Context: an optimization exercise on an open-source flow, tuned for small area, a short achievable clock period and few clock cycles. The choices shown serve that exercise and are no tape-out recipe.
The RTL was checked by simulation tests, not by an equivalence proof against the original design.
No activity file was given, so power comes from the tool's default toggle rates.

<file path="design/flow/config.mk">
export PLATFORM = sky130hd
export DESIGN_NAME = gfStreamTop
export DESIGN_NICKNAME = gfStreamTop
export VERILOG_FILES = /design/flow/design.v
export SDC_FILE = /design/flow/constraint.sdc
export NUM_CORES = 4
export LEC_CHECK = 0
export CAP_MARGIN = 0
export CORE_MARGIN = 2
export CORE_UTILIZATION = 60
export CTS_BUF_LIST = sky130_fd_sc_hd__clkbuf_4 sky130_fd_sc_hd__clkbuf_8
export SETUP_SLACK_MARGIN = 2.4
export SLEW_MARGIN = 0
</file>
<file path="design/flow/constraint.sdc">
create_clock -name core_clock -period 4.5 [get_ports {clk}]
set_input_delay 0.9000 -clock core_clock [delete_from_list [all_inputs] [get_ports {clk}]]
set_output_delay 0.9000 -clock core_clock [all_outputs]
set_load 0.01 [all_outputs]
</file>
<file path="design/flow/design.v">
package hostPkg;
	typedef logic [10:0] memAddrT;
	typedef logic [31:0] hostWordT;
	typedef logic [7:0] regAddrT;
	localparam regAddrT lengthRegIndex = 8'd0;
	localparam regAddrT multiplierRegIndex = 8'd1;
	localparam memAddrT cycleCountAddress = 11'd2047;
	localparam memAddrT maxLength = 11'd2047;
	localparam int fifoLogDepth = 5;
	typedef logic [fifoLogDepth:0] fifoCountT;
	typedef enum logic [1:0] {decodeIdle, decodeFetching, decodeRunning} decodeStateT;
	typedef enum logic [1:0] {writerStreaming, writerReporting, writerFinishing} writerStateT;
endpackage
package gfMathPkg;
	typedef logic [7:0] gfElemT;
	localparam int laneCount = 4;
	typedef logic [laneCount*8-1:0] gfWordT;
	localparam logic [8:0] fieldPoly = 9'h11B;
endpackage
`timescale 1ns/1ps
module gfStreamTop #(
	parameter int slotCount = 4
) (
	input logic clk,
	input logic reset,
	input logic runValue,
	output logic runClear,
	output logic regReq,
	input logic regAck,
	output hostPkg::regAddrT regAddr,
	input logic regReadValid,
	input hostPkg::hostWordT regReadData,
	output logic inReadReq,
	input logic inReadAck,
	output hostPkg::memAddrT inReadAddr,
	input logic inReadValid,
	input hostPkg::hostWordT inReadData,
	output logic outWriteReq,
	input logic outWriteAck,
	output hostPkg::memAddrT outWriteAddr,
	output hostPkg::hostWordT outWriteData
);
	localparam int ptrBits = (slotCount > 8) ? 4 : (slotCount > 4) ? 3 : (slotCount > 2) ? 2 : 1;
	localparam int creditLimit = slotCount + 1;
	localparam int usedBits = (creditLimit > 15) ? 5 : (creditLimit > 7) ? 4 : (creditLimit > 3) ? 3 : 2;
	function automatic logic [7:0] xtime(input logic [7:0] x);
		xtime = {x[6:0], 1'b0} ^ (x[7] ? 8'h1b : 8'h00);
	endfunction
	function automatic logic [ptrBits-1:0] ptrNext(input logic [ptrBits-1:0] p);
		ptrNext = (p == ptrBits'(slotCount - 1)) ? '0 : p + 1'b1;
	endfunction
	logic busy;
	logic regAddrBit;
	logic lengthSeen;
	logic multSeen;
	logic lengthJust;
	logic multJust;
	logic satHigh;
	logic satLow;
	logic rawNonZero;
	logic rawOne;
	logic [10:0] lastPrior;       
	logic lengthZero;
	logic lengthOne;
	logic [7:0] mulEven [0:3];    
	logic [7:0] mulPow [0:7];     
	logic [31:0] cycleCount;
	logic multArrive;
	logic lengthNonZero;
	logic multReady;
	assign multArrive = busy && regReadValid && lengthSeen && !multSeen;
	logic rawSat;
	assign rawSat = satHigh || satLow;
	assign lengthNonZero = lengthJust ? (rawSat || rawNonZero) : !lengthZero;
	logic lengthIsOne;
	assign lengthIsOne = lengthJust ? (!rawSat && rawOne) : lengthOne;
	assign multReady = multSeen && !multJust;
	assign regAddr = {7'b0, regAddrBit};
	always_ff @(posedge clk) begin
		satHigh <= |regReadData[31:22];
		satLow <= |regReadData[21:11];
		rawNonZero <= |regReadData[10:0];
		rawOne <= (regReadData[10:0] == 11'd1);
		if (!multSeen) begin
			mulEven[0] <= regReadData[7:0];
		end
		for (int i = 1; i < 4; i++) begin
			logic [7:0] power;
			power = mulEven[0];
			for (int j = 0; j < 2*i; j++) power = xtime(power);
			mulEven[i] <= power;
		end
		if (!lengthSeen) begin
			lastPrior <= regReadData[10:0];
		end else if (lengthJust) begin
			lastPrior <= rawSat ? 11'd2045 : lastPrior - 11'd2;
		end
		if (lengthJust) begin
			lengthZero <= !(rawSat || rawNonZero);
			lengthOne <= !rawSat && rawOne;
		end
		cycleCount <= multJust ? 32'd1 : cycleCount + 32'd1;
	end
	always_comb begin
		for (int i = 0; i < 4; i++) begin
			mulPow[2*i] = mulEven[i];
			mulPow[2*i+1] = xtime(mulEven[i]);
		end
	end
	logic [31:0] product;
	always_comb begin
		for (int lane = 0; lane < 4; lane++) begin
			logic [7:0] acc;
			acc = '0;
			for (int i = 0; i < 8; i++) begin
				acc = acc ^ (inReadData[lane*8 + i] ? mulPow[i] : 8'h00);
			end
			product[lane*8 +: 8] = acc;
		end
	end
	logic [31:0] slot [0:slotCount-1];
	logic [ptrBits-1:0] writePtr;
	logic [ptrBits-1:0] readPtr;
	logic [ptrBits:0] fill;
	logic bufEmpty;
	logic bufFull;
	always_ff @(posedge clk) begin
		for (int k = 0; k < slotCount; k++) begin
			if (!bufFull && writePtr == ptrBits'(k)) begin
				slot[k] <= product;
			end
		end
	end
	logic readAccept;
	logic writeAccept;
	logic writeFree;
	logic readAtLast;     
	logic outAtLast;      
	logic outIsCount;
	logic outFree;
	logic loadWord;
	logic takeSlot;
	logic pushSlot;
	logic lastWrite;
	logic countWait;      
	logic loadCount;
	logic [31:0] nextWord;
	assign readAccept = inReadReq && inReadAck;
	assign writeAccept = outWriteReq && outWriteAck;
	assign writeFree = writeAccept && !outIsCount;
	assign outFree = !outWriteReq || writeFree;
	assign loadWord = outFree && (!bufEmpty || inReadValid);
	assign takeSlot = loadWord && !bufEmpty;
	assign pushSlot = inReadValid && !bufEmpty || inReadValid && !outFree;
	assign nextWord = bufEmpty ? product : slot[readPtr];
	assign lastWrite = writeFree && outAtLast;
	assign loadCount = lastWrite || (countWait && multReady && !outWriteReq);
	logic readPhase;
	logic [usedBits-1:0] used;
	always_ff @(posedge clk) begin
		if (reset) begin
			busy <= 1'b0;
			regReq <= 1'b0;
			regAddrBit <= 1'b0;
			lengthSeen <= 1'b0;
			multSeen <= 1'b0;
			lengthJust <= 1'b0;
			multJust <= 1'b0;
			readPhase <= 1'b0;
			inReadReq <= 1'b0;
			inReadAddr <= '0;
			used <= '0;
			writePtr <= '0;
			readPtr <= '0;
			fill <= '0;
			bufEmpty <= 1'b1;
			bufFull <= 1'b0;
			outWriteReq <= 1'b0;
			outIsCount <= 1'b0;
			outWriteAddr <= '1;
			countWait <= 1'b0;
			runClear <= 1'b0;
		end else begin
			runClear <= 1'b0;
			lengthJust <= busy && regReadValid && !lengthSeen;
			multJust <= multArrive;
			if (!busy) begin
				if (runValue && !runClear) begin
					busy <= 1'b1;
					regReq <= 1'b1;
					regAddrBit <= 1'b0;
				end
				lengthSeen <= 1'b0;
				multSeen <= 1'b0;
				inReadAddr <= '0;
				outWriteAddr <= '1;
			end else begin
				if (regReq && regAck) begin
					if (!regAddrBit) regAddrBit <= 1'b1;
					else regReq <= 1'b0;
				end
				if (regReadValid) begin
					lengthSeen <= 1'b1;
					if (lengthSeen) multSeen <= 1'b1;
				end
			end
			if (readAccept && !writeFree) used <= used + 1'b1;
			if (writeFree && !readAccept) used <= used - 1'b1;
			if (readAccept) readAtLast <= (inReadAddr == lastPrior);
			if (multArrive) begin
				readAtLast <= lengthIsOne;
				readPhase <= lengthNonZero;
				inReadReq <= lengthNonZero;
				countWait <= !lengthNonZero;
			end else if (inReadReq && !inReadAck) begin
				inReadReq <= 1'b1;
			end else if (readAccept) begin
				inReadAddr <= inReadAddr + 1'b1;
				if (readAtLast) begin
					readPhase <= 1'b0;
					inReadReq <= 1'b0;
				end else begin
					inReadReq <= writeFree ? (used <= usedBits'(creditLimit - 1))
					                       : (used <= usedBits'(creditLimit - 2));
				end
			end else begin
				inReadReq <= readPhase && (writeFree || (used <= usedBits'(creditLimit - 1)));
			end
			if (pushSlot) writePtr <= ptrNext(writePtr);
			if (takeSlot) readPtr <= ptrNext(readPtr);
			if (pushSlot && !takeSlot) begin
				fill <= fill + 1'b1;
				bufEmpty <= 1'b0;
				bufFull <= (fill == (ptrBits+1)'(slotCount - 1));
			end
			if (takeSlot && !pushSlot) begin
				fill <= fill - 1'b1;
				bufEmpty <= (fill == (ptrBits+1)'(1));
				bufFull <= 1'b0;
			end
			if (loadCount) begin
				countWait <= 1'b0;
				outWriteReq <= 1'b1;
				outIsCount <= 1'b1;
				outWriteAddr <= '1;
			end else if (loadWord) begin
				outWriteReq <= 1'b1;
				outWriteAddr <= outWriteAddr + 1'b1;
				outAtLast <= (outWriteAddr == lastPrior);
			end else if (writeAccept) begin
				outWriteReq <= 1'b0;
				if (outIsCount) begin
					outIsCount <= 1'b0;
					runClear <= 1'b1;
					busy <= 1'b0;
				end
			end
		end
	end
	always_ff @(posedge clk) begin
		if (loadCount) begin
			outWriteData <= cycleCount;
		end else if (loadWord) begin
			outWriteData <= nextWord;
		end
	end
endmodule
</file>
<file path="design/flow/flow/run.sh">
#!/bin/bash
# Standard layout with resizer and clock tree changes: port buffers are
# plain buffers instead of delay cells, resizing may change a cell's
# footprint, and the clock tree gets no dummy loads.
set -o pipefail
bash standard.sh MATCH_CELL_FOOTPRINT=0 \
	"BUFFER_PORTS_ARGS=-buffer_cell sky130_fd_sc_hd__buf_1" \
	"CTS_ARGS=-sink_clustering_enable -repair_clock_nets -dont_use_dummy_load -buf_list {sky130_fd_sc_hd__clkbuf_4 sky130_fd_sc_hd__clkbuf_8}" \
	finish > flow_make.log 2>&1
</file>
<file path="design/flow/standard.sh">
#!/bin/bash
# synth_recipe.tcl (not shown) runs the flow's synth.tcl, then flattens the netlist and writes it again
# the make line also repeats each setting of config.mk as NAME=value (left out here)
make -C /OpenROAD-flow-scripts/flow DESIGN_CONFIG=/design/flow/config.mk WORK_HOME=/design/flow/orfs CLKGATE_MAP_FILE= SYNTH_SCRIPT=/design/flow/synth_recipe.tcl "${@:-finish}"
</file>
==> results.py, run 1 <==
metrics = {
    "clocking": {
        "clockBufferDepth": 3,
        "cts_tree": "yes",
        "cts_inserted_buffers": 46,
        "worstSkewPairLatency_ns": 0.57,
        "ctsRootBufferMaster": "clkbuf_8",
        "clkSinkCount": 284,
        "clk_pin_slew_ns": 0.06,
        "htree_levels": 2,
        "postCtsHoldBufs": 0,
    },
    "yosys": {
        "synth_seq_cells": 284,
        "synth_common_cells": "362 x nand2_1, 225 x xnor2_1, 182 x edfxtp_1",
        "ys_seq_area_share_pct": 49.2,
        "synth_ff_type": "edfxtp_1",
        "avgSynthCellArea_sq_um": 9.69,
        "synth_edf_count": 182,
        "yosys.cell_types.count": 54,
        "synth_warnings": 4,
        "synth.largest_area_cell": "edfxtp_1",
        "synth_area_sq_um": 15300,
        "post-synth-top-count-cell": "nand2_1",
        "async_flop_share_pct": 0,
        "synth_area_leaders": "edfxtp_1 36%, dfxtp_1 13%, xnor2_1 13%, nand2_1 8.9%, xor2_1 4.8%",
        "postSynthCellCount": 1575,
        "synth_top_area_share_pct": 35.8,
    },
    "drt": {
        "route.detailed.wl_per_inst_um": 19.5,
        "drc": 0,
        "drtIter0Drc": 1176,
        "ant_nets": 0,
        "wl_um": 39500,
        "viasPerCell": 5.77,
        "dr.pass1.iters": 6,
        "num_vias": 11705,
    },
    "global_route": {
        "grt_util_met1_pct": 40.6,
        "grt_pass1_vias": 10963,
        "grt_use_total_pct": 29.2,
        "top_usage_layer": "met2",
        "overflow": 0,
        "grt_pass1_wl_um": 60300,
        "grt_start_max_net_pins": 45,
        "use_met3_pct": 4.37,
        "antenna_found_initial": 0,
        "grtUsageMet2_pct": 47.7,
    },
    "timing": {
        "hold_ws_ns": 0.483,
        "worst_slack_ns": 2.42,
        "tightest_slew_ns": 0.566,
        "fin_crit_sh_pct": 46.1,
        "setup_viol": 0,
        "rsz0062_at_grt": "true",
        "finalSetupTns_ns": 0,
        "finalMaxSlewViolations": 0,
        "hold_violations": 0,
        "skew_ns": 0.0680,
        "relSlewSlack_pct": 62.1,
        "fin_crit_ns": 2.08,
        "max_freq_ghz": 0.482,
    },
    "placement": {
        "port_buffers": 130,
        "dp_slack_ns": 1.62,
        "hpwlAfterDp_um": 26100,
        "place.gp.congestion": 0.901,
    },
    "worst_setup_path": {
        "critical_path_required_ns": 4.91,
        "path_class": "input port to flop",
        "cp-endpoint": "outWriteData[22]",
        "worstRegToRegCells": 7,
        "r2r_start": "bufEmpty",
        "r2r-end": "outWriteAddr[7]",
        "ff2ff_setup_slack_ns": 2.46,
        "arrival_ns": 2.49,
        "cp-start-kind": "input port",
        "crit_fanout": 8,
        "setup.worst_path.end_class": "flop",
        "crit_start": "inReadData[23]",
    },
    "power_and_ir_drop": {
        "leakage_uw": 0.00640,
        "power_density_nw_per_um2": 533,
        "irDropWorstVdd_uv": 347,
        "finalPower_uw": 9250,
    },
    "die": {
        "core-area_sq_um": 25000,
        "ios": 138,
        "num_rows": 58,
        "die-area_sq_um": 26700,
        "die_height_um": 163,
        "die_w_um": 163,
        "initial_core_util_pct": 60.9,
    },
    "worst_hold_path": {
        "hp-class": "flop to flop",
        "min_path_cells": 2,
    },
    "final_layout": {
        "area_growth_pct": 13.8,
        "drive_gt1_share_pct": 12.4,
        "n_antenna_cell": 0,
        "fin_util_pct": 69.4,
        "final_nets": 1791,
    },
    "job": {
        "cap_violations": 0,
    },
    "status": {
        "status": "timing/DRC/antenna clean",
    },
}
cell type report:
| class | instances | area, sq um |
|---|---|---|
| clock buffer | 46 | 633 |
| timing repair buffer | 183 | 956 |
| fill | 2013 | 7670 |
| sequential | 284 | 7550 |
| timing repair inverter | 1 | 7.51 |
| tap | 330 | 413 |
| multi-input combinational | 1157 | 7700 |
| inverter | 26 | 101 |
state kept, by name (all words and copies together), names as in the netlist, 2 cells and up:
register and flops:
lastPrior 11, used 3, outWriteAddr 11, cycleCount 32, writePtr 2, mulEven 26
slot 128, fill 3, outWriteData 32, readPtr 2, inReadAddr 11
per-layer routing:
layer | share of wire (%) | up-vias
li1 | - | 5556
met1 | 43 | 5632
met2 | 48 | 452
met3 | 7.2 | 65
met4 | 2.0 | 0
met5 | 0 | -
timing repair:
item | 4_1_cts | 5_1_grt
gates resized for setup | 52 | 55
cloned | 2 | 0
setup endpoints to repair | 202 | 80
setup buffers | 18 | 22
pin swaps | 3 | 13
worst min-delay path by stage:
stage,from,to,slack (ns)
2_1_floorplan,mulEven[0][6],mulEven[1][0],0.36
3_3_place_gp,cycleCount[0],cycleCount[0],0.47
3_5_place_dp,lengthOne,lengthOne,0.47
4_1_cts,lengthOne,lengthOne,0.48
5_1_grt,lengthOne,lengthOne,0.50
6_report,lengthOne,lengthOne,0.48
logic make-up after synthesis:
group                      count (synthesis)  synth area share, %
xor gates and xnor gates                 312                 18.1
buffers and inverters                    141                 3.95
and+or+nand+nor                          634                 18.1
adders and majority gates                 20                 1.69
muxes                                     20                 1.34
DFF                                      284                 49.2
AOI/OAI and AO/OA                        163                 7.64
other                                      1               0.0246
where the power goes:
group	total [uW]	leakage (uW)	switching, uW	internal (uW)
clock network	1790	0.000331	891	899
logic	3360	0.00348	2000	1370
registers	4100	0.00259	392	3700
total	9250	0.00640	3280	5970
worst max-delay path, cell delays in order:
cell	delay [ns]
buf_1	0.33
nand2_1	0.12
xnor2_1	0.22
xnor2_1	0.13
xnor2_2	0.50
nand2_1	0.11
a31oi_1	0.17
cell usage in the layout (no fill, tap or decap), drive strengths merged, types with 2 or more instances in the layout:
cell        n
mux2        3
ha         19
clkinvlp    2
a21o        2
nor3       10
a222oi     32
nor2      124
buf       172
a32oi      12
and4        8
a31oi      23
or3         5
xnor2     225
or4         2
o21ai      21
nor2b      19
nand3b      3
clkbuf     57
nand4      15
nand3      29
xor2       87
dfxtp     102
and2        7
o31ai       2
edfxtp    182
a21oi      36
a311oi      2
conb        7
a211oi      4
nor3b       3
o211ai     22
and3       13
mux2i      17
nand2     363
nand2b     20
nor4       11
inv        24
through the flow:
stage                     cells  instance area, sq um
final                      2027                 17400
after floorplan            1581                 15400
after global routing       2027                 17400
after detailed placement   1939                 15800
after CTS                  2005                 16900
after global placement     1939                 15800
Testbench counts, summed over its fixed seeds: cycles 52,628.
==> run 2: changes to the inputs <==
--- a/design/flow/flow/run.sh
+++ b/design/flow/flow/run.sh
@@ -6,3 +6,3 @@
 bash standard.sh MATCH_CELL_FOOTPRINT=0 \
-	"BUFFER_PORTS_ARGS=-buffer_cell sky130_fd_sc_hd__buf_1" \
+	"BUFFER_PORTS_ARGS=-buffer_cell sky130_fd_sc_hd__buf_2" \
 	"CTS_ARGS=-sink_clustering_enable -repair_clock_nets -dont_use_dummy_load -buf_list {sky130_fd_sc_hd__clkbuf_4 sky130_fd_sc_hd__clkbuf_8}" \
--- a/design/flow/config.mk
+++ b/design/flow/config.mk
@@ -11,3 +11,3 @@
 export CTS_BUF_LIST = sky130_fd_sc_hd__clkbuf_4 sky130_fd_sc_hd__clkbuf_8
-export SETUP_SLACK_MARGIN = 2.4
+export SETUP_SLACK_MARGIN = 2.35
 export SLEW_MARGIN = 0
==> run 2 against run 1 <==
  * Non-clock buffer count decreased by 21
  * Combinational power is 5% lower
  * Wire length increased by 0.53%
  * Clock power is essentially flat
  * Via count barely moved
  * Global-route usage up 0.35 points
  * Register-to-register slack got worse by 0.05 ns
  * Total power shrank 1.1%
  * Maximum frequency fell by 0.80%
  * Sequential share of layout area up 0.20 points
  * Die area unchanged
  * Critical endpoint is now outWriteData[1]
  * Largest power group unchanged
==> results.py, run 2 <==
metrics = {
    "status": {
        "status": "timing/DRC/antenna clean",
    },
    "job": {
        "cap_violations": 0,
    },
    "final_layout": {
        "drive_gt1_share_pct": 16.9,
        "final_nets": 1769,
        "area_growth_pct": 13.0,
        "n_antenna_cell": 0,
        "stdcell_count": 2005,
        "largest_reg_flops": 128,
        "regMostFlops": "slot",
        "final_cell_mix": "357 x nand2_1, 202 x xnor2_1, 182 x edfxtp_1",
        "reg_top3": "slot: 128 flops, cycleCount: 32 flops, outWriteData: 32 flops",
        "layout_commonest_cell": "nand2_1",
    },
    "global_route": {
        "antenna_found_initial": 0,
        "overflow": 0,
        "grt_pass1_wl_um": 60800,
        "grt_start_max_net_pins": 44,
        "grt_pass1_vias": 10984,
        "grt_use_total_pct": 29.6,
        "top_usage_layer": "met2",
        "grt_util_met1_pct": 41.4,
        "use_met3_pct": 5.66,
        "grtUsageMet2_pct": 47.2,
    },
    "die": {
        "ios": 138,
        "die_w_um": 163,
        "core-area_sq_um": 25000,
        "die-area_sq_um": 26700,
        "initial_core_util_pct": 60.9,
        "num_rows": 58,
        "die_height_um": 163,
    },
    "clocking": {
        "ctsRootBufferMaster": "clkbuf_8",
        "cts_tree": "yes",
        "cts_inserted_buffers": 47,
        "clockBufferDepth": 3,
        "htree_levels": 2,
        "clkSinkCount": 284,
        "postCtsHoldBufs": 0,
        "clk_pin_slew_ns": 0.05,
        "worstSkewPairLatency_ns": 0.55,
    },
    "timing": {
        "relSlewSlack_pct": 53.7,
        "hold_violations": 0,
        "tightest_slew_ns": 0.695,
        "max_freq_ghz": 0.478,
        "rsz0062_at_grt": "true",
        "fin_crit_sh_pct": 46.5,
        "skew_ns": 0.0374,
        "setup_viol": 0,
        "finalMaxSlewViolations": 0,
        "finalSetupTns_ns": 0,
        "fin_crit_ns": 2.09,
    },
    "yosys": {
        "synth_top_area_share_pct": 35.8,
        "ys_seq_area_share_pct": 49.2,
        "synth_common_cells": "362 x nand2_1, 225 x xnor2_1, 182 x edfxtp_1",
        "async_flop_share_pct": 0,
        "synth_warnings": 4,
        "synth_edf_count": 182,
        "avgSynthCellArea_sq_um": 9.69,
        "synth_area_leaders": "edfxtp_1 36%, dfxtp_1 13%, xnor2_1 13%, nand2_1 8.9%, xor2_1 4.8%",
        "yosys.cell_types.count": 54,
        "synth_seq_cells": 284,
        "synth.largest_area_cell": "edfxtp_1",
        "postSynthCellCount": 1575,
        "synth_area_sq_um": 15300,
        "synth_ff_type": "edfxtp_1",
        "post-synth-top-count-cell": "nand2_1",
    },
    "placement": {
        "place.gp.congestion": 0.879,
        "hpwlAfterDp_um": 26400,
        "port_buffers": 130,
        "dpl.cell_count": 1935,
    },
    "power_and_ir_drop": {
        "irDropWorstVdd_uv": 294,
        "leakage_uw": 0.00657,
        "power_density_nw_per_um2": 531,
    },
    "drt": {
        "drc": 0,
        "drtIter0Drc": 1094,
        "wl_um": 39700,
        "viasPerCell": 5.83,
        "dr.pass1.iters": 8,
        "route.detailed.wl_per_inst_um": 19.8,
        "ant_nets": 0,
        "num_vias": 11694,
    },
    "worst_setup_path": {
        "path_class": "flop to flop",
        "crit_fanout": 6,
        "arrival_ns": 2.36,
        "cp-start-kind": "flop",
        "setup.worst_path.end_class": "flop",
        "critical_path_required_ns": 4.77,
    },
    "worst_hold_path": {
        "hp-class": "flop to flop",
    },
}
## run 2: repair_timing
action | CTS | global route
setup buffers | 16 | 7
resized for setup | 31 | 39
setup endpoints to repair | 191 | 82
pin swaps | 1 | 4
## run 2: cell type report
type                            count  area [sq um]
Fill cell                        1989          7800
Clock buffer                       47           647
Multi-Input combinational cell   1156          7580
Tap cell                          330           413
Timing Repair Buffer              162           965
Inverter                           26           101
Sequential cell                   284          7530
## run 2: final timing paths
kind | from | slack, ns | cells past startpoint | end
worst max-delay path | mulEven[0][7] | 2.41 | 8 | outWriteData[1]
worst min-delay path | cycleCount[0] | 0.48 | 1 | cycleCount[0]
worst max register to register | mulEven[0][7] | 2.41 | 8 | outWriteData[1]
worst min register to register | cycleCount[0] | 0.48 | 1 | cycleCount[0]
## run 2: stage by stage
stage	worst slack (ns)	power (uW)	utilization (%)	cell area (sq um)	hold WS, ns
after floorplan	2.20	6130	-	15300	0.364
after global placement	1.67	7070	63.8	16000	0.474
after detailed placement	1.60	7160	63.8	16000	0.474
after CTS	2.35	9020	67.5	16900	0.485
after global routing	2.31	9640	68.9	17200	0.512
final	2.41	9150	68.9	17200	0.483
## run 2: kinds of logic (layout without fill, tap and decap cells)
group | Yosys count | count (layout) | synth area share (%)
flops | 284 | 284 | 49.2
mux | 20 | 20 | 1.34
simple gates | 634 | 634 | 18.1
fa+ha+maj | 20 | 20 | 1.69
compound gates | 163 | 163 | 7.64
xor+xnor | 312 | 312 | 18.1
buf+inv | 141 | 235 | 3.95
other cells | 1 | 7 | 0.0246
## run 2: per-layer routing
| metal | up-vias | wire (um) |
|---|---|---|
| met1 | 5648 | 17000 |
| met5 | - | 0 |
| met3 | 72 | 3280 |
| met4 | 0 | 926 |
| li1 | 5507 | - |
| met2 | 467 | 18500 |
## run 2: worst max-delay path, stage by stage, from the launching register on
cell,delay [ns]
edfxtp_1,0.41
buf_12,0.17
buf_12,0.13
xor2_4,0.23
nand2_1,0.10
xnor2_1,0.14
xnor2_1,0.26
mux2i_1,0.32
nand2_1,0.07
## run 2: power breakdown
part           switching [uW]  internal (uW)
Sequential                427           3710
Clock                     895            918
Combinational            1910           1290
Total                    3240           5910
==> run 3: changes to the inputs <==
--- a/design/flow/config.mk
+++ b/design/flow/config.mk
@@ -11,3 +11,4 @@
 export CTS_BUF_LIST = sky130_fd_sc_hd__clkbuf_4 sky130_fd_sc_hd__clkbuf_8
-export SETUP_SLACK_MARGIN = 2.35
+export PLACE_DENSITY = 0.75
+export SETUP_SLACK_MARGIN = 2.45
 export SLEW_MARGIN = 0
==> run 3 against run 2 <==
  * Still clean
  * Wire length is 2.2% higher
  * Global-route usage fell by 0.18 points
  * Total power rose by 1.9%
  * Flip-flop and latch count stayed put
  * First-iteration DRC count increased by 34%
  * Cell area increased by 2.0%
  * Non-clock buffer count is 12 higher
  * Sequential power hardly changed
  * Critical path type unchanged
==> results.py, run 3 <==
metrics = {
    "power_and_ir_drop": {
        "irDropWorstVdd_uv": 302,
        "leakage_uw": 0.00678,
        "power_density_nw_per_um2": 530,
    },
    "clocking": {
        "ctsRootBufferMaster": "clkbuf_8",
        "clk_pin_slew_ns": 0.06,
        "cts_inserted_buffers": 47,
        "clkSinkCount": 284,
        "cts_tree": "yes",
        "htree_levels": 2,
        "clockBufferDepth": 3,
        "worstSkewPairLatency_ns": 0.59,
        "postCtsHoldBufs": 0,
    },
    "worst_setup_path": {
        "arrival_ns": 2.48,
        "cp_top_family": "XOR/XNOR gates",
        "worstPathCellList": "buf_6 > xor2_4 > nand2_2 > xnor2_2 > xnor2_2 > mux2i_1 > nand2_1",
        "crit_start": "mulEven[0][7]",
        "cp-start-kind": "flop",
        "cp_slowest_stage_delay_ns": 0.50,
        "crit_fanout": 5,
        "cp.buffers_inverters": 1,
        "ff2ff_setup_slack_ns": 2.32,
        "setup.worst_path.end_class": "flop",
        "path_class": "flop to flop",
        "r2r_start": "mulEven[0][7]",
        "crit_slowest_cell": "edfxtp_1",
        "critPathMostFrequentCell": "xnor2_2",
        "critical_path_required_ns": 4.79,
    },
    "timing": {
        "tightest_slew_ns": 0.667,
        "hold_ws_ns": 0.489,
        "setup_viol": 0,
        "relSlewSlack_pct": 55.5,
        "fin_crit_ns": 2.18,
        "rsz0062_at_grt": "true",
        "finalSetupTns_ns": 0,
        "fin_crit_sh_pct": 48.5,
        "hold_violations": 0,
        "finalMaxSlewViolations": 0,
        "skew_ns": 0.0764,
        "max_freq_ghz": 0.458,
    },
    "yosys": {
        "avgSynthCellArea_sq_um": 9.69,
        "postSynthCellCount": 1575,
        "synth_ff_type": "edfxtp_1",
        "synth_edf_count": 182,
        "synth_seq_cells": 284,
        "post-synth-top-count-cell": "nand2_1",
        "async_flop_share_pct": 0,
        "synth_area_sq_um": 15300,
        "synth_common_cells": "362 x nand2_1, 225 x xnor2_1, 182 x edfxtp_1",
        "synth_top_area_share_pct": 35.8,
        "ys_seq_area_share_pct": 49.2,
        "synth.largest_area_cell": "edfxtp_1",
        "yosys.cell_types.count": 54,
        "synth_warnings": 4,
        "synth_area_leaders": "edfxtp_1 36%, dfxtp_1 13%, xnor2_1 13%, nand2_1 8.9%, xor2_1 4.8%",
    },
    "placement": {
        "port_buffers": 130,
        "hpwlAfterDp_um": 25700,
        "place.gp.congestion": 0.921,
        "postPlaceCellArea_sq_um": 16000,
    },
    "die": {
        "num_rows": 58,
        "die_w_um": 163,
        "die-area_sq_um": 26700,
        "die_height_um": 163,
        "initial_core_util_pct": 60.9,
        "ios": 138,
        "core-area_sq_um": 25000,
    },
    "drt": {
        "num_vias": 12080,
        "wl_um": 40500,
        "drc": 0,
        "drtIter0Drc": 1467,
        "viasPerCell": 5.99,
        "route.detailed.wl_per_inst_um": 20.1,
        "ant_nets": 0,
        "dr.pass1.iters": 9,
    },
    "final_layout": {
        "stdcell_area_sq_um": 17600,
        "final_nets": 1782,
        "regMostFlops": "slot",
        "final_cell_mix": "354 x nand2_1, 183 x xnor2_1, 182 x edfxtp_1",
        "drive_gt1_share_pct": 20.3,
        "reg_top3": "slot: 128 flops, cycleCount: 32 flops, outWriteData: 32 flops",
        "n_antenna_cell": 0,
        "area_growth_pct": 15.3,
        "layout_commonest_cell": "nand2_1",
        "largest_reg_flops": 128,
    },
    "job": {
        "cap_violations": 0,
    },
    "global_route": {
        "antenna_found_initial": 0,
        "overflow": 0,
        "grt_pass1_wl_um": 61100,
        "grt_use_total_pct": 29.4,
        "grt_pass1_vias": 11409,
        "grt_start_max_net_pins": 44,
    },
    "worst_hold_path": {
        "hp-class": "flop to flop",
        "min_from": "cycleCount[0]",
    },
    "status": {
        "status": "timing/DRC/antenna clean",
    },
}
-- run 3: worst paths after layout --
kind / endpoint / depth (start not counted)
setup / recovery: outWriteData[20] / 7
setup reg to reg: outWriteData[20] / 7
hold reg to reg: cycleCount[0] / 1
hold / removal: cycleCount[0] / 1
-- run 3: what timing repair did --
item                       4_1_cts  5_1_grt
gates cloned                     1        0
setup buffers                   23       11
resized for setup               66       59
setup endpoints to repair      223      144
pin swaps                        3       17
-- run 3: cell families (layout without fill, tap and decap cells) --
family	count (synthesis)	after routing	share of synthesized area (%)
fa+ha+maj	20	20	1.69
compound gates	163	163	7.64
buf+inv	141	248	3.95
simple gates	634	634	18.1
mux	20	20	1.34
flops	284	284	49.2
other cells	1	7	0.0246
xor+xnor	312	312	18.1
-- run 3: area by class of cell --
class | count | area, sq um
clock buffer | 47 | 647
fill | 1819 | 7450
inverter | 26 | 101
multi-input combinational | 1156 | 7780
sequential | 284 | 7560
tap | 330 | 413
timing repair buffer | 174 | 1080
timing repair inverter | 1 | 7.51
-- run 3: metal layers --
| layer | track usage (%) | part of all wire [%] | up-vias |
|---|---|---|---|
| met5 | 0 | 0 | - |
| met4 | 9.85 | 2.5 | 0 |
| met3 | 4.42 | 10 | 91 |
| met2 | 47.7 | 48 | 690 |
| met1 | 40.7 | 40 | 5766 |
| li1 | - | - | 5533 |
-- run 3: metrics by stage --
stage          instances  total power [uW]  setup slack (ns)  utilization [%]
2_1_floorplan       1581              6140              2.20                -
3_3_place_gp        1936              6990              1.66             63.9
3_5_place_dp        1936              7100              1.57             63.9
4_1_cts             2007              9080              2.39             68.5
5_1_grt             2018              9770              2.31             70.3
6_report            2018              9330              2.32             70.3
-- run 3: report_power, final --
group / leakage, uW / switching [uW] / internal [uW] / total, uW
combinational: 0.00385 / 1990 / 1370 / 3370
sequential: 0.00259 / 418 / 3710 / 4130
clock: 0.000338 / 914 / 917 / 1830
total: 0.00678 / 3330 / 6000 / 9330
==> run 4: changes to the inputs <==
--- a/design/flow/config.mk
+++ b/design/flow/config.mk
@@ -9,5 +9,4 @@
 export CORE_MARGIN = 2
-export CORE_UTILIZATION = 60
+export CORE_UTILIZATION = 65
 export CTS_BUF_LIST = sky130_fd_sc_hd__clkbuf_4 sky130_fd_sc_hd__clkbuf_8
-export PLACE_DENSITY = 0.75
 export SETUP_SLACK_MARGIN = 2.45
==> run 4 against run 3 <==
  * Still clean
  * Total power is 0.18% higher
  * First-iteration DRC count shrank 15%
  * Register-to-register slack improved by 0.18 ns
  * Utilization up 5.6 points
  * Setup slack improved by 0.14 ns
  * Flip-flop and latch count unchanged
  * Wire length barely moved
==> results.py, run 4 <==
metrics = {
    "timing": {
        "rsz0062_at_grt": "true",
        "relSlewSlack_pct": 53.7,
        "fin_crit_ns": 2.04,
        "hold_violations": 0,
        "max_freq_ghz": 0.490,
        "finalMaxSlewViolations": 0,
        "tightest_slew_ns": 0.694,
        "skew_ns": 0.0478,
        "setup_viol": 0,
        "fin_crit_sh_pct": 45.4,
        "finalSetupTns_ns": 0,
    },
    "worst_setup_path": {
        "critical_path_required_ns": 3.60,
        "cp_slowest_stage_delay_ns": 0.42,
        "crit_fanout": 1,
        "setup.worst_path.end_class": "output pin",
        "r2r_start": "outWriteReq",
        "arrival_ns": 1.14,
        "cp_num_cells": 1,
        "cp_top_family": "flip-flops",
        "worstRegToRegCells": 9,
        "worstPathCellList": "buf_2",
        "cp.buffers_inverters": 1,
        "cp-start-kind": "flop",
        "path_class": "flop to output pin",
        "crit_slowest_cell": "edfxtp_1",
        "crit_start": "outWriteData[20]",
    },
    "drt": {
        "drtIter0Drc": 1242,
        "route.detailed.wl_per_inst_um": 20.1,
        "met2_length_um": 18900,
        "met3WireLength_um": 3990,
        "viasPerCell": 5.92,
        "top_layer_used": "met4",
        "ant_nets": 0,
        "dr.pass1.iters": 8,
        "drc": 0,
        "wl_met1_um": 16600,
        "num_vias": 11909,
        "wl_um": 40600,
    },
    "status": {
        "status": "timing/DRC/antenna clean",
    },
    "final_layout": {
        "final_nets": 1788,
        "area_growth_pct": 15.7,
        "regMostFlops": "slot",
        "final_cell_mix": "354 x nand2_1, 188 x xnor2_1, 182 x edfxtp_1",
        "drive_gt1_share_pct": 20.5,
        "n_antenna_cell": 0,
        "stdcell_count": 2013,
        "stdcell_area_sq_um": 17700,
        "largest_reg_flops": 128,
        "reg_top3": "slot: 128 flops, cycleCount: 32 flops, outWriteData: 32 flops",
        "fin_util_pct": 75.9,
        "layout_commonest_cell": "nand2_1",
    },
    "global_route": {
        "grt_pass1_vias": 11035,
        "antenna_found_initial": 0,
        "grt_start_max_net_pins": 45,
        "grt_pass1_wl_um": 61000,
        "grt_use_total_pct": 32.3,
        "overflow": 0,
    },
    "placement": {
        "postPlaceCellArea_sq_um": 16000,
        "port_buffers": 130,
        "place.gp.congestion": 0.871,
        "hpwlAfterDp_um": 26000,
        "dpl.cell_count": 1924,
    },
    "die": {
        "core-area_sq_um": 23300,
        "die_height_um": 157,
        "die-area_sq_um": 24700,
        "ios": 138,
        "die_w_um": 157,
        "num_rows": 56,
        "initial_core_util_pct": 65.6,
    },
    "power_and_ir_drop": {
        "leakage_uw": 0.00678,
        "finalPower_uw": 9340,
        "irDropWorstVdd_uv": 391,
        "power_density_nw_per_um2": 529,
    },
    "clocking": {
        "worstSkewPairLatency_ns": 0.56,
        "ctsRootBufferMaster": "clkbuf_8",
        "clk_pin_slew_ns": 0.06,
        "htree_levels": 2,
        "postCtsHoldBufs": 0,
        "clkSinkCount": 284,
        "cts_inserted_buffers": 47,
        "clockBufferDepth": 3,
        "cts_tree": "yes",
    },
    "yosys": {
        "synth.largest_area_cell": "edfxtp_1",
        "ys_seq_area_share_pct": 49.2,
        "synth_top_area_share_pct": 35.8,
        "synth_area_sq_um": 15300,
        "yosys.cell_types.count": 54,
        "postSynthCellCount": 1575,
        "synth_area_leaders": "edfxtp_1 36%, dfxtp_1 13%, xnor2_1 13%, nand2_1 8.9%, xor2_1 4.8%",
        "synth_warnings": 4,
        "post-synth-top-count-cell": "nand2_1",
        "async_flop_share_pct": 0,
        "synth_ff_type": "edfxtp_1",
        "synth_common_cells": "362 x nand2_1, 225 x xnor2_1, 182 x edfxtp_1",
        "avgSynthCellArea_sq_um": 9.69,
        "synth_seq_cells": 284,
        "synth_edf_count": 182,
    },
    "worst_hold_path": {
        "min_path_cells": 2,
        "min_from": "readPhase",
        "hp-class": "flop to flop",
    },
    "job": {
        "cap_violations": 0,
    },
}
[run 4: cell count changes in the layout (fill, tap and decap cells not counted), moves of 4 or more]
cell     before  now
buf_4        32   37
dfxtp_1      72   68
dfxtp_4       7   11
xnor2_1     183  188
xnor2_2      42   37
[run 4: final timing paths]
kind	to	slack [ns]
setup / recovery	outWriteData[20]	2.46
hold / removal	readPhase	0.49
setup reg to reg	used[2]	2.50
hold reg to reg	readPhase	0.49
[run 4: stage by stage]
stage	worst slack [ns]	hold slack, ns
after floorplan	2.20	0.364
after global placement	1.64	0.471
after detailed placement	1.60	0.476
after CTS	2.43	0.487
after global routing	2.39	0.516
final	2.46	0.489
[run 4: kinds of logic after synthesis]
family	synth area share, %
other cells	0.0246
buf+inv	3.95
compound gates	7.64
fa+ha+maj	1.69
flops	49.2
mux	1.34
xor+xnor	18.1
simple gates	18.1
[run 4: area by class of cell]
cell class                      count  area (sq um)
Timing Repair inverter              1          7.51
Timing Repair Buffer              179          1170
Clock buffer                       47           647
Tap cell                          319           399
Inverter                           26           105
Multi-Input combinational cell   1157          7750
Sequential cell                   284          7580
Fill cell                        1664          5610
[run 4: metal layers]
layer,vias to the layer above,GRT usage (%)
met5,-,0
met3,85,5.40
met1,5687,44.7
li1,5548,-
met4,0,10.1
met2,589,52.5
[run 4: what timing repair did]
action	in CTS	in global routing
endpoints found under the setup margin	222	103
cloned	1	1
buffers inserted	24	16
pin swaps	4	15
gates resized for setup	70	59
[run 4: power by group]
group	internal, uW	total, uW	switching (uW)
Clock	917	1810	897
Sequential	3710	4140	433
Combinational	1410	3390	1970
Total	6040	9340	3300
==> run 5: changes to the inputs <==
--- a/design/flow/config.mk
+++ b/design/flow/config.mk
@@ -9,3 +9,3 @@
 export CORE_MARGIN = 2
-export CORE_UTILIZATION = 65
+export CORE_UTILIZATION = 50
 export CTS_BUF_LIST = sky130_fd_sc_hd__clkbuf_4 sky130_fd_sc_hd__clkbuf_8
==> run 5 against run 4 <==
  * Global-route usage down 7.2 points
  * Combinational power up 4%
  * Die area up 29%
  * Critical endpoint is now outWriteData[11]
  * Sequential share of layout area down 0.56 points
  * Cell area up 1.2%
  * Clock power up 3%
==> results.py, run 5 <==
metrics = {
    "status": {
        "status": "timing/DRC/antenna clean",
    },
    "timing": {
        "max_freq_ghz": 0.469,
        "setup_viol": 0,
        "tightest_slew_ns": 0.694,
        "finalSetupTns_ns": 0,
        "rsz0062_at_grt": "true",
        "hold_violations": 0,
        "finalMaxSlewViolations": 0,
        "fin_crit_sh_pct": 47.4,
        "fin_crit_ns": 2.13,
        "worst_slack_ns": 2.37,
        "relSlewSlack_pct": 53.8,
        "skew_ns": 0.0650,
    },
    "global_route": {
        "grt_start_max_net_pins": 44,
        "antenna_found_initial": 2,
        "grt_use_total_pct": 25.1,
        "overflow": 0,
        "grt_pass1_vias": 10779,
        "grt_pass1_wl_um": 61400,
    },
    "final_layout": {
        "largest_reg_flops": 128,
        "reg_top3": "slot: 128 flops, cycleCount: 32 flops, outWriteData: 32 flops",
        "final_nets": 1795,
        "stdcell_area_sq_um": 17900,
        "n_antenna_cell": 0,
        "layout_commonest_cell": "nand2_1",
        "stdcell_count": 2091,
        "fill_cells": 2500,
        "fin_util_pct": 59.8,
        "area_growth_pct": 17.2,
        "drive_gt1_share_pct": 22.2,
        "regMostFlops": "slot",
        "final_cell_mix": "352 x nand2_1, 182 x edfxtp_1, 178 x xnor2_1",
    },
    "die": {
        "die_w_um": 179,
        "num_rows": 63,
        "initial_core_util_pct": 51.1,
        "core-area_sq_um": 29900,
        "die-area_sq_um": 31900,
        "die_height_um": 179,
        "ios": 138,
    },
    "yosys": {
        "avgSynthCellArea_sq_um": 9.69,
        "synth_edf_count": 182,
        "synth_area_sq_um": 15300,
        "synth_area_leaders": "edfxtp_1 36%, dfxtp_1 13%, xnor2_1 13%, nand2_1 8.9%, xor2_1 4.8%",
        "yosys.cell_types.count": 54,
        "synth_warnings": 4,
        "postSynthCellCount": 1575,
        "ys_seq_area_share_pct": 49.2,
        "post-synth-top-count-cell": "nand2_1",
        "synth_ff_type": "edfxtp_1",
        "synth.largest_area_cell": "edfxtp_1",
        "synth_top_area_share_pct": 35.8,
        "async_flop_share_pct": 0,
        "synth_seq_cells": 284,
        "synth_common_cells": "362 x nand2_1, 225 x xnor2_1, 182 x edfxtp_1",
    },
    "placement": {
        "port_buffers": 130,
        "place.gp.congestion": 0.889,
        "postPlaceCellArea_sq_um": 16100,
        "hpwlAfterDp_um": 27400,
        "dpl.cell_count": 1996,
        "dp_slack_ns": 1.73,
    },
    "worst_setup_path": {
        "arrival_ns": 2.45,
        "setup.worst_path.end_class": "flop",
        "critical_path_required_ns": 4.82,
        "crit_fanout": 5,
        "cp-start-kind": "flop",
        "path_class": "flop to flop",
    },
    "drt": {
        "dr.pass1.iters": 5,
        "num_vias": 11670,
        "drc": 0,
        "wl_um": 40400,
        "ant_nets": 0,
        "drtIter0Drc": 1057,
        "viasPerCell": 5.58,
        "route.detailed.wl_per_inst_um": 19.3,
    },
    "power_and_ir_drop": {
        "irDropWorstVdd_uv": 310,
        "leakage_uw": 0.00686,
        "power_density_nw_per_um2": 531,
    },
    "job": {
        "cap_violations": 0,
    },
    "clocking": {
        "worstSkewPairLatency_ns": 0.57,
        "postCtsHoldBufs": 0,
        "cts_tree": "yes",
        "clkSinkCount": 284,
        "cts_inserted_buffers": 48,
        "htree_levels": 2,
        "clockBufferDepth": 3,
        "ctsRootBufferMaster": "clkbuf_8",
        "clk_pin_slew_ns": 0.06,
    },
    "worst_hold_path": {
        "hp-class": "flop to flop",
    },
}
==> run 5: metrics by stage <==
stage / hold WS (ns) / total power [uW]
3_3_place_gp: 0.472 / 7090
3_5_place_dp: 0.466 / 7160
5_1_grt: 0.516 / 10000
4_1_cts: 0.489 / 9190
6_report: 0.491 / 9490
2_1_floorplan: 0.364 / 6140
==> run 5: critical path: stages (launching register included) <==
cell      delay (ns)
edfxtp_1        0.41
buf_12          0.17
buf_12          0.13
xor2_4          0.23
nand2_1         0.12
xnor2_2         0.16
xnor2_2         0.27
mux2i_2         0.33
nand2_1         0.08
==> run 5: kinds of logic (layout without fill, tap and decap cells) <==
logic type                 count (synthesis)  after routing  synth area share (%)
DFF                                      284            284                  49.2
muxes                                     20             20                  1.34
adders and majority gates                 20             20                  1.69
buffers and inverters                    141            261                  3.95
AOI/OAI and AO/OA                        163            163                  7.64
xor gates and xnor gates                 312            312                  18.1
and+or+nand+nor                          634            634                  18.1
other                                      1              7                0.0246
==> run 5: repair_timing <==
action                     CTS  global route
pin swaps                   10            33
setup endpoints to repair  232           140
buffers inserted            23            24
gates resized for setup     74            73
==> run 5: metal layers <==
metal  up-vias  GRT usage, %  wire (um)  part of all wire, %
li1       5554             -          -                    -
met1      5576          37.1      18800                   46
met2       462          38.1      17800                   44
met3        76          4.41       2980                  7.4
met4         2          6.74        832                  2.1
met5         -             0         13                0.032
==> run 5: layout make-up <==
type	count	area, sq um	share of cell area [%]
Multi-Input combinational cell	1156	7850	43.9
Clock buffer	48	661	3.70
Timing Repair Buffer	187	1200	6.69
Inverter	26	105	0.588
Tap cell	390	488	2.73
Sequential cell	284	7570	42.4
==> run 5: path summary, 6_finish.rpt <==
kind / start / end / slack [ns] / depth (start not counted)
worst max-delay path: mulEven[0][7] / outWriteData[11] / 2.37 / 8
worst min-delay path: cycleCount[0] / cycleCount[0] / 0.49 / 1
worst max register to register: mulEven[0][7] / outWriteData[11] / 2.37 / 8
worst min register to register: cycleCount[0] / cycleCount[0] / 0.49 / 1
==> run 5: power by group <==
group	leakage, uW	switching, uW	internal, uW
logic	0.00392	2020	1480
registers	0.00259	403	3710
clock network	0.000345	931	937
==> run 6: changes to the inputs <==
--- a/design/flow/config.mk
+++ b/design/flow/config.mk
@@ -9,4 +9,5 @@
 export CORE_MARGIN = 2
-export CORE_UTILIZATION = 50
+export CORE_UTILIZATION = 60
 export CTS_BUF_LIST = sky130_fd_sc_hd__clkbuf_4 sky130_fd_sc_hd__clkbuf_8
+export GPL_TIMING_DRIVEN = 0
 export SETUP_SLACK_MARGIN = 2.45
==> run 6 against run 5 <==
  * Register-to-register slack improved by 0.06 ns
  * Largest cell class unchanged
  * Utilization is 13 points higher
  * Global-route usage increased by 5.2 points
  * Critical endpoint is now outWriteData[17]
  * Setup slack gained 0.062 ns
==> results.py, run 6 <==
metrics = {
    "final_layout": {
        "final_nets": 1864,
        "final_cell_mix": "357 x nand2_1, 182 x edfxtp_1, 180 x xnor2_1",
        "layout_commonest_cell": "nand2_1",
        "largest_reg_flops": 128,
        "drive_gt1_share_pct": 22.5,
        "area_growth_pct": 19.1,
        "regMostFlops": "slot",
        "n_antenna_cell": 0,
        "reg_top3": "slot: 128 flops, cycleCount: 32 flops, outWriteData: 32 flops",
    },
    "clocking": {
        "postCtsHoldBufs": 0,
        "clk_pin_slew_ns": 0.06,
        "clkSinkCount": 284,
        "clockBufferDepth": 3,
        "cts_inserted_buffers": 47,
        "htree_levels": 2,
        "worstSkewPairLatency_ns": 0.57,
        "cts_tree": "yes",
        "ctsRootBufferMaster": "clkbuf_8",
    },
    "global_route": {
        "antenna_found_initial": 0,
        "grt_pass1_vias": 11300,
        "grt_use_total_pct": 30.3,
        "grt_pass1_wl_um": 62300,
        "grt_start_max_net_pins": 33,
        "overflow": 0,
    },
    "placement": {
        "place.gp.congestion": 0.926,
        "dp_slack_ns": 1.74,
        "port_buffers": 97,
        "hpwlAfterDp_um": 28700,
    },
    "worst_hold_path": {
        "hp-class": "flop to flop",
    },
    "worst_setup_path": {
        "critical_path_required_ns": 4.77,
        "arrival_ns": 2.34,
        "cp-start-kind": "flop",
        "worstPathCellList": "buf_6 > xor2_4 > nand2_1 > xnor2_2 > xnor2_2 > mux2i_1 > nand2_1",
        "cp_slowest_stage_delay_ns": 0.44,
        "setup.worst_path.end_class": "flop",
        "crit_fanout": 5,
        "crit_slowest_cell": "edfxtp_1",
        "ff2ff_setup_slack_ns": 2.43,
        "path_class": "flop to flop",
    },
    "yosys": {
        "async_flop_share_pct": 0,
        "synth_area_leaders": "edfxtp_1 36%, dfxtp_1 13%, xnor2_1 13%, nand2_1 8.9%, xor2_1 4.8%",
        "synth_warnings": 4,
        "synth_edf_count": 182,
        "postSynthCellCount": 1575,
        "post-synth-top-count-cell": "nand2_1",
        "synth_area_sq_um": 15300,
        "synth_seq_cells": 284,
        "synth_common_cells": "362 x nand2_1, 225 x xnor2_1, 182 x edfxtp_1",
        "avgSynthCellArea_sq_um": 9.69,
        "ys_seq_area_share_pct": 49.2,
        "synth_top_area_share_pct": 35.8,
        "synth_ff_type": "edfxtp_1",
        "yosys.cell_types.count": 54,
        "synth.largest_area_cell": "edfxtp_1",
    },
    "job": {
        "cap_violations": 0,
    },
    "timing": {
        "tightest_slew_ns": 0.609,
        "setup_viol": 0,
        "max_freq_ghz": 0.483,
        "finalSetupTns_ns": 0,
        "worst_slack_ns": 2.43,
        "hold_violations": 0,
        "fin_crit_ns": 2.07,
        "skew_ns": 0.0588,
        "hold_ws_ns": 0.403,
        "finalMaxSlewViolations": 0,
        "rsz0062_at_grt": "true",
        "fin_crit_sh_pct": 46.0,
        "relSlewSlack_pct": 59.4,
    },
    "drt": {
        "drc": 0,
        "num_vias": 12078,
        "dr.pass1.iters": 9,
        "ant_nets": 0,
        "wl_um": 40700,
        "viasPerCell": 5.75,
        "route.detailed.wl_per_inst_um": 19.4,
        "drtIter0Drc": 1306,
    },
    "die": {
        "initial_core_util_pct": 60.9,
        "die-area_sq_um": 26700,
        "die_height_um": 163,
        "core-area_sq_um": 25000,
        "ios": 138,
        "num_rows": 58,
        "die_w_um": 163,
    },
    "power_and_ir_drop": {
        "finalPower_uw": 9590,
        "power_density_nw_per_um2": 527,
        "leakage_uw": 0.00716,
        "irDropWorstVdd_uv": 290,
    },
    "status": {
        "status": "timing/DRC/antenna clean",
    },
}
run 6: cell type report:
class | count | area (sq um)
clock buffers | 47 | 647
multi-input cells | 1156 | 7830
inverters | 26 | 101
plain buffers | 115 | 704
well taps | 330 | 413
flip-flops and latches | 284 | 7550
fillers | 1878 | 6860
repair buffers | 142 | 932
run 6: kinds of logic (layout without fill, tap and decap cells):
| kind of cell | count (synthesis) | after routing | synth area share, % |
|---|---|---|---|
| AO/OA/AOI/OAI | 163 | 163 | 7.64 |
| XOR/XNOR | 312 | 312 | 18.1 |
| adder cells (fa/ha/maj) | 20 | 20 | 1.69 |
| buffers and inverters | 141 | 330 | 3.95 |
| flip-flops | 284 | 284 | 49.2 |
| multiplexers | 20 | 20 | 1.34 |
| other | 1 | 7 | 0.0246 |
| AND/OR/NAND/NOR | 634 | 634 | 18.1 |
run 6: power by group:
part	switching, uW	total, uW	internal, uW
Clock	906	1820	918
Combinational	2200	3790	1590
Sequential	276	3970	3690
run 6: worst max-delay path: cells and delay by family, from the launching register on:
| kind | cells | cell delay [ns] |
|---|---|---|
| XOR/XNOR | 3 | 0.62 |
| flip-flops | 1 | 0.44 |
| buffers and inverters | 1 | 0.16 |
| multiplexers | 1 | 0.28 |
| AND/OR/NAND/NOR | 2 | 0.31 |
run 6: final timing paths:
| path | start | endpoint | cells after the start |
|---|---|---|---|
| worst min-delay path | mulEven[0][4] | mulEven[2][0] | 0 |
| worst min register to register | mulEven[0][4] | mulEven[2][0] | 0 |
| worst max register to register | mulEven[0][7] | outWriteData[17] | 7 |
| worst max-delay path | mulEven[0][7] | outWriteData[17] | 7 |
run 6: layer usage:
| layer | global-route usage (%) | wire, um |
|---|---|---|
| met4 | 9.13 | 1190 |
| met1 | 42.7 | 17300 |
| met2 | 49.0 | 18900 |
| met3 | 4.32 | 3300 |
| met5 | 0 | 0 |
run 6: per-stage QoR:
step	cells	utilization (%)	cell area [sq um]
floorplan	1581	-	15400
global placement	2008	65.0	16300
detailed placement	2012	65.4	16400
CTS	2073	70.0	17500
global route	2100	72.6	18200
finish	2100	72.6	18200
run 6: timing repair:
| action | in CTS | in global routing |
|---|---|---|
| pin swaps | 9 | 37 |
| gates resized for setup | 116 | 123 |
| endpoints found under the setup margin | 135 | 70 |
| setup buffers | 13 | 26 |
| hold endpoints to repair | 0 | 0 |
| gates cloned | 1 | 1 |
==> run 7: changes to the inputs <==
--- a/design/flow/config.mk
+++ b/design/flow/config.mk
@@ -11,3 +11,2 @@
 export CTS_BUF_LIST = sky130_fd_sc_hd__clkbuf_4 sky130_fd_sc_hd__clkbuf_8
-export GPL_TIMING_DRIVEN = 0
 export SETUP_SLACK_MARGIN = 2.45
==> run 7 against run 6 <==
  * Die area unchanged
  * Flip-flop and latch count unchanged
  * Setup slack got worse by 0.033 ns
  * Synthesized cell count unchanged
  * Utilization decreased by 2.5 points
==> results.py, run 7 <==
metrics = {
    "status": {
        "status": "timing/DRC/antenna clean",
    },
    "final_layout": {
        "area_growth_pct": 15.0,
        "multi_input_area_sq_um": 7720,
        "largest_reg_flops": 128,
        "stdcell_area_sq_um": 17500,
        "area.sequential_sq_um": 7560,
        "n_antenna_cell": 0,
        "final_nets": 1783,
        "fill_cells": 1936,
        "regMostFlops": "slot",
        "reg_top3": "slot: 128 flops, cycleCount: 32 flops, outWriteData: 32 flops",
        "final_cell_mix": "354 x nand2_1, 189 x xnor2_1, 182 x edfxtp_1",
        "layout_commonest_cell": "nand2_1",
        "drive_gt1_share_pct": 20.0,
    },
    "die": {
        "ios": 138,
        "die_w_um": 163,
        "num_rows": 58,
        "initial_core_util_pct": 60.9,
        "die-area_sq_um": 26700,
        "core-area_sq_um": 25000,
        "die_height_um": 163,
    },
    "global_route": {
        "grt_pass1_wl_um": 61300,
        "overflow": 0,
        "antenna_found_initial": 0,
        "grt_use_total_pct": 29.8,
        "grt_pass1_vias": 10979,
        "grt_start_max_net_pins": 44,
    },
    "timing": {
        "worst_slack_ns": 2.40,
        "setup_viol": 0,
        "relSlewSlack_pct": 54.4,
        "tightest_slew_ns": 0.684,
        "skew_ns": 0.0840,
        "finalMaxSlewViolations": 0,
        "rsz0062_at_grt": "true",
        "hold_violations": 0,
        "finalSetupTns_ns": 0,
        "fin_crit_sh_pct": 46.8,
        "fin_crit_ns": 2.10,
        "max_freq_ghz": 0.475,
    },
    "job": {
        "cap_violations": 0,
    },
    "power_and_ir_drop": {
        "seqPwrFrac_pct": 44.4,
        "power_frac_comb_pct": 36.3,
        "leakage_uw": 0.00676,
        "power_density_nw_per_um2": 527,
        "pwr-share-clk_pct": 19.3,
        "switchingPower_uw": 3270,
        "internal_power_uw": 5990,
        "irDropWorstVdd_uv": 370,
        "switching_share_pct": 35.3,
    },
    "worst_setup_path": {
        "cp.buffers_inverters": 1,
        "cp-start-kind": "flop",
        "worstPathCellList": "buf_2",
        "critical_path_required_ns": 3.60,
        "worstRegToRegCells": 8,
        "r2r-end": "outWriteData[11]",
        "cp_top_family": "flip-flops",
        "crit_start": "outWriteData[1]",
        "setup.worst_path.end_class": "output pin",
        "crit_fanout": 1,
        "arrival_ns": 1.20,
        "r2r_start": "mulEven[0][7]",
        "path_class": "flop to output pin",
        "crit_slowest_cell": "edfxtp_1",
        "ff2ff_setup_slack_ns": 2.47,
        "cp_slowest_stage_delay_ns": 0.46,
    },
    "clocking": {
        "cts_tree": "yes",
        "cts_inserted_buffers": 46,
        "clkSinkCount": 284,
        "worstSkewPairLatency_ns": 0.56,
        "htree_levels": 2,
        "postCtsHoldBufs": 0,
        "clockBufferDepth": 3,
        "ctsRootBufferMaster": "clkbuf_8",
        "clk_pin_slew_ns": 0.06,
    },
    "yosys": {
        "synth_ff_type": "edfxtp_1",
        "postSynthCellCount": 1575,
        "synth_top_area_share_pct": 35.8,
        "post-synth-top-count-cell": "nand2_1",
        "synth_common_cells": "362 x nand2_1, 225 x xnor2_1, 182 x edfxtp_1",
        "async_flop_share_pct": 0,
        "yosys.cell_types.count": 54,
        "synth_edf_count": 182,
        "synth.largest_area_cell": "edfxtp_1",
        "ys_seq_area_share_pct": 49.2,
        "synth_warnings": 4,
        "synth_area_leaders": "edfxtp_1 36%, dfxtp_1 13%, xnor2_1 13%, nand2_1 8.9%, xor2_1 4.8%",
        "synth_area_sq_um": 15300,
        "synth_seq_cells": 284,
        "avgSynthCellArea_sq_um": 9.69,
    },
    "placement": {
        "dp_slack_ns": 1.77,
        "postPlaceCellArea_sq_um": 16000,
        "place.gp.congestion": 0.962,
        "hpwlAfterDp_um": 26000,
        "port_buffers": 130,
    },
    "drt": {
        "viasPerCell": 5.80,
        "wl_um": 40200,
        "dr.pass1.iters": 6,
        "ant_nets": 0,
        "num_vias": 11709,
        "drtIter0Drc": 1426,
        "drc": 0,
        "route.detailed.wl_per_inst_um": 19.9,
    },
    "worst_hold_path": {
        "min_path_cells": 2,
        "min_from": "used[2]",
        "holdPathEnd": "used[2]",
        "hp-class": "flop to flop",
    },
}
[run 7: cell counts after synthesis]
No cell type changed its count.
[run 7: logic make-up (layout without fill, tap and decap cells)]
family	count (synthesis)	in the layout	synth area share, %
other cells	1	7	0.0246
buf+inv	141	249	3.95
simple gates	634	634	18.1
compound gates	163	163	7.64
flops	284	284	49.2
mux	20	20	1.34
fa+ha+maj	20	20	1.69
xor+xnor	312	312	18.1
[run 7: final cells by class]
cell class,count,area share [%]
timing repair buffer,177,6.37
inverter,26,0.578
multi-input combinational,1156,44.0
tap,330,2.35
sequential,284,43.1
clock buffer,46,3.61
[run 7: per-stage QoR]
step	utilization, %	hold WS, ns	instances	total power, uW
4_1_cts	68.4	0.487	2005	9090
5_1_grt	70.1	0.509	2019	9740
3_5_place_dp	63.9	0.477	1936	7150
2_1_floorplan	-	0.364	1581	6140
3_3_place_gp	63.9	0.473	1936	7080
6_report	70.1	0.489	2019	9260
[run 7: what timing repair did]
item	4_1_cts	5_1_grt
setup buffers	23	14
hold endpoints to repair	0	0
pin swaps	2	20
setup endpoints to repair	223	113
gates resized for setup	68	52
[run 7: worst max-delay path by stage]
stage | slack, ns | cells past startpoint | end
after global placement | 1.79 | 8 | outWriteData[4]
after floorplan | 2.20 | 8 | used[2]
after detailed placement | 1.77 | 8 | outWriteData[20]
after global routing | 2.37 | 7 | outWriteData[20]
final | 2.40 | 1 | outWriteData[1]
after CTS | 2.37 | 1 | outWriteData[1]
[run 7: per-layer routing]
layer	GRT usage (%)	share of wire, %
met5	0	0
met1	42.7	44
met2	46.1	45
met4	10.8	3.1
met3	4.75	8.0
[run 7: power groups by stage]
| stage | sequential (uW) | clock [uW] | combinational (uW) |
|---|---|---|---|
| after floorplan | 4030 | 0 | 2110 |
| after global placement | 4150 | 0 | 2920 |
| after detailed placement | 4160 | 0 | 2990 |
| after CTS | 4100 | 1820 | 3170 |
| after global routing | 4160 | 1910 | 3660 |
| final | 4110 | 1790 | 3360 |
==> run 8: changes to the inputs <==
--- a/design/flow/config.mk
+++ b/design/flow/config.mk
@@ -11,2 +11,3 @@
 export CTS_BUF_LIST = sky130_fd_sc_hd__clkbuf_4 sky130_fd_sc_hd__clkbuf_8
+export GPL_ROUTABILITY_DRIVEN = 0
 export SETUP_SLACK_MARGIN = 2.45
==> run 8 against run 7 <==
  * First-iteration DRC count down 16%
  * Total power up 1.2%
  * Critical path depth unchanged
  * Utilization up 0.52 points
  * Setup slack better by 0.028 ns
  * Clock power up 3%
  * Die area unchanged
  * Cell count up 0.69%
  * Synthesized cell count unchanged
  * Global-route usage about the same
  * Non-clock buffer count up 10
  * Via count up 0.67%
  * Critical endpoint is now outWriteData[28]
  * Largest power group unchanged
==> results.py, run 8 <==
metrics = {
    "status": {
        "status": "timing/DRC/antenna clean",
    },
    "yosys": {
        "postSynthCellCount": 1575,
        "synth_common_cells": "362 x nand2_1, 225 x xnor2_1, 182 x edfxtp_1",
        "synth_warnings": 4,
        "synth_seq_cells": 284,
        "ys_seq_area_share_pct": 49.2,
        "synth_top_area_share_pct": 35.8,
        "yosys.cell_types.count": 54,
        "avgSynthCellArea_sq_um": 9.69,
        "synth.largest_area_cell": "edfxtp_1",
        "post-synth-top-count-cell": "nand2_1",
        "synth_ff_type": "edfxtp_1",
        "async_flop_share_pct": 0,
        "synth_area_leaders": "edfxtp_1 36%, dfxtp_1 13%, xnor2_1 13%, nand2_1 8.9%, xor2_1 4.8%",
        "synth_area_sq_um": 15300,
        "synth_edf_count": 182,
    },
    "timing": {
        "hold_violations": 0,
        "relSlewSlack_pct": 53.7,
        "setup_viol": 0,
        "rsz0062_at_grt": "true",
        "fin_crit_sh_pct": 46.1,
        "finalSetupTns_ns": 0,
        "tightest_slew_ns": 0.695,
        "max_freq_ghz": 0.482,
        "skew_ns": 0.0768,
        "fin_crit_ns": 2.08,
        "finalMaxSlewViolations": 0,
    },
    "power_and_ir_drop": {
        "switching_share_pct": 35.4,
        "power_frac_comb_pct": 36.6,
        "pwr-share-clk_pct": 19.7,
        "switchingPower_uw": 3320,
        "seqPwrFrac_pct": 43.7,
        "leakage_uw": 0.00682,
        "irDropWorstVdd_uv": 375,
        "internal_power_uw": 6050,
        "power_density_nw_per_um2": 530,
    },
    "die": {
        "die_w_um": 163,
        "num_rows": 58,
        "core-area_sq_um": 25000,
        "initial_core_util_pct": 60.9,
        "die_height_um": 163,
        "ios": 138,
        "die-area_sq_um": 26700,
    },
    "final_layout": {
        "regMostFlops": "slot",
        "reg_top3": "slot: 128 flops, cycleCount: 32 flops, outWriteData: 32 flops",
        "final_cell_mix": "354 x nand2_1, 191 x xnor2_1, 182 x edfxtp_1",
        "n_antenna_cell": 0,
        "stdcell_count": 2033,
        "area.sequential_sq_um": 7570,
        "area_growth_pct": 15.9,
        "final_nets": 1797,
        "drive_gt1_share_pct": 20.8,
        "largest_reg_flops": 128,
        "stdcell_area_sq_um": 17700,
        "fill_cells": 1924,
        "layout_commonest_cell": "nand2_1",
        "multi_input_area_sq_um": 7750,
    },
    "job": {
        "cap_violations": 0,
    },
    "clocking": {
        "clkSinkCount": 284,
        "ctsRootBufferMaster": "clkbuf_8",
        "htree_levels": 2,
        "clockBufferDepth": 3,
        "worstSkewPairLatency_ns": 0.57,
        "cts_inserted_buffers": 48,
        "cts_tree": "yes",
        "clk_pin_slew_ns": 0.06,
    },
    "worst_setup_path": {
        "worstPathCellList": "buf_2",
        "cp-start-kind": "flop",
        "crit_fanout": 1,
        "setup.worst_path.end_class": "output pin",
        "cp_top_family": "flip-flops",
        "cp.buffers_inverters": 1,
        "cp_slowest_stage_delay_ns": 0.43,
        "crit_slowest_cell": "edfxtp_1",
        "critical_path_required_ns": 3.60,
        "path_class": "flop to output pin",
        "arrival_ns": 1.18,
    },
    "placement": {
        "postPlaceCellArea_sq_um": 16000,
        "hpwlAfterDp_um": 26100,
        "port_buffers": 130,
        "dpl.cell_count": 1936,
    },
    "drt": {
        "drc": 0,
        "num_vias": 11787,
        "met3WireLength_um": 3370,
        "ant_nets": 0,
        "dr.pass1.iters": 6,
        "viasPerCell": 5.80,
        "met2_length_um": 19100,
        "top_layer_used": "met4",
        "wl_met1_um": 17100,
        "route.detailed.wl_per_inst_um": 20.0,
        "wl_um": 40600,
        "drtIter0Drc": 1191,
    },
    "global_route": {
        "grt_pass1_vias": 11173,
        "grt_use_total_pct": 29.8,
        "overflow": 0,
        "grt_start_max_net_pins": 45,
        "grt_pass1_wl_um": 61300,
        "antenna_found_initial": 0,
    },
    "worst_hold_path": {
        "hp-class": "flop to flop",
    },
}
## run 8: final cells by class
type / count / area share, %
multi-input combinational: 1157 / 43.9
sequential: 284 / 42.8
timing repair buffer: 187 / 6.66
clock buffer: 48 / 3.74
tap: 330 / 2.34
inverter: 26 / 0.573
timing repair inverter: 1 / 0.0425
## run 8: kinds of logic (layout without fill, tap and decap cells)
| group | Yosys count | after routing | synth area share [%] |
|---|---|---|---|
| other | 1 | 7 | 0.0246 |
| adders and majority gates | 20 | 20 | 1.69 |
| AOI/OAI and AO/OA | 163 | 163 | 7.64 |
| and+or+nand+nor | 634 | 635 | 18.1 |
| buffers and inverters | 141 | 262 | 3.95 |
| DFF | 284 | 284 | 49.2 |
| muxes | 20 | 20 | 1.34 |
| xor gates and xnor gates | 312 | 312 | 18.1 |
## run 8: power groups by stage
stage | combinational (uW) | clock, uW | sequential [uW]
global route | 3740 | 1970 | 4150
detailed placement | 2990 | 0 | 4150
finish | 3430 | 1840 | 4100
global placement | 2920 | 0 | 4140
CTS | 3190 | 1870 | 4100
floorplan | 2110 | 0 | 4030
## run 8: repair_timing
| item | 4_1_cts | 5_1_grt |
|---|---|---|
| gates cloned | 1 | 1 |
| setup endpoints to repair | 210 | 126 |
| hold buffers | 0 | 0 |
| gates resized for setup | 67 | 54 |
| buffers inserted | 21 | 26 |
| pin swaps | 3 | 17 |
## run 8: metrics by stage
stage / hold WS, ns / power [uW] / utilization [%] / setup slack (ns)
2_1_floorplan: 0.364 / 6140 / - / 2.20
4_1_cts: 0.476 / 9160 / 68.6 / 2.40
3_5_place_dp: 0.475 / 7140 / 63.9 / 1.54
6_report: 0.480 / 9370 / 70.6 / 2.42
3_3_place_gp: 0.472 / 7060 / 63.9 / 1.62
5_1_grt: 0.504 / 9860 / 70.6 / 2.39
## run 8: path summary, 6_finish.rpt
| check | startpoint | to | slack [ns] | cells after the start |
|---|---|---|---|---|
| setup / recovery | outWriteData[28] | outWriteData[28] | 2.42 | 1 |
| hold / removal | regReq | regAddrBit | 0.48 | 2 |
| setup reg to reg | mulEven[0][2] | outWriteData[19] | 2.50 | 7 |
| hold reg to reg | regReq | regAddrBit | 0.48 | 2 |
## run 8: worst reg2reg max path: stages, from the launching register on
cell      delay [ns]
edfxtp_1        0.47
buf_4           0.20
xor2_4          0.24
nand2_2         0.11
xnor2_2         0.17
xnor2_2         0.26
mux2i_1         0.24
nand2_1         0.06
## run 8: metal layers
| metal | global-route usage [%] | vias up |
|---|---|---|
| met5 | 0 | - |
| met4 | 9.21 | 0 |
| met3 | 5.26 | 75 |
| met2 | 48.2 | 490 |
| met1 | 41.2 | 5657 |
| li1 | - | 5565 |

==> re-timing with driven ports <==
Ports are ideal in the flow. The routed layouts listed here were re-timed in OpenROAD.
Step 1 sets driving cells, clkbuf_16 on the clock port and buf_2 on the other inputs (assumed; they add their load-dependent delay and slew).
Step 2 times the ports against the registers' clock, not the clock port: input delays grow and output delays shrink by t, the midpoint of the rising clock arrivals with the driver on.
Slacks: no drivers / after step 1 / after step 2; pairs: no drivers / after step 1.
run | t (ns) | setup slack, ns
run 1 | 0.579 | 2.425 / 2.402 / 1.871
run 2 | 0.581 | 2.408 / 2.361 / 1.881
run 3 | 0.592 | 2.318 / 2.318 / 1.842
run 4 | 0.584 | 2.458 / 2.412 / 1.895
run 5 | 0.587 | 2.368 / 2.368 / 1.949
run 6 | 0.583 | 2.429 / 2.429 / 1.918
run 7 | 0.565 | 2.396 / 2.354 / 1.990
run 8 | 0.576 | 2.424 / 2.380 / 1.963
After both steps setup and hold are still met in every run listed.
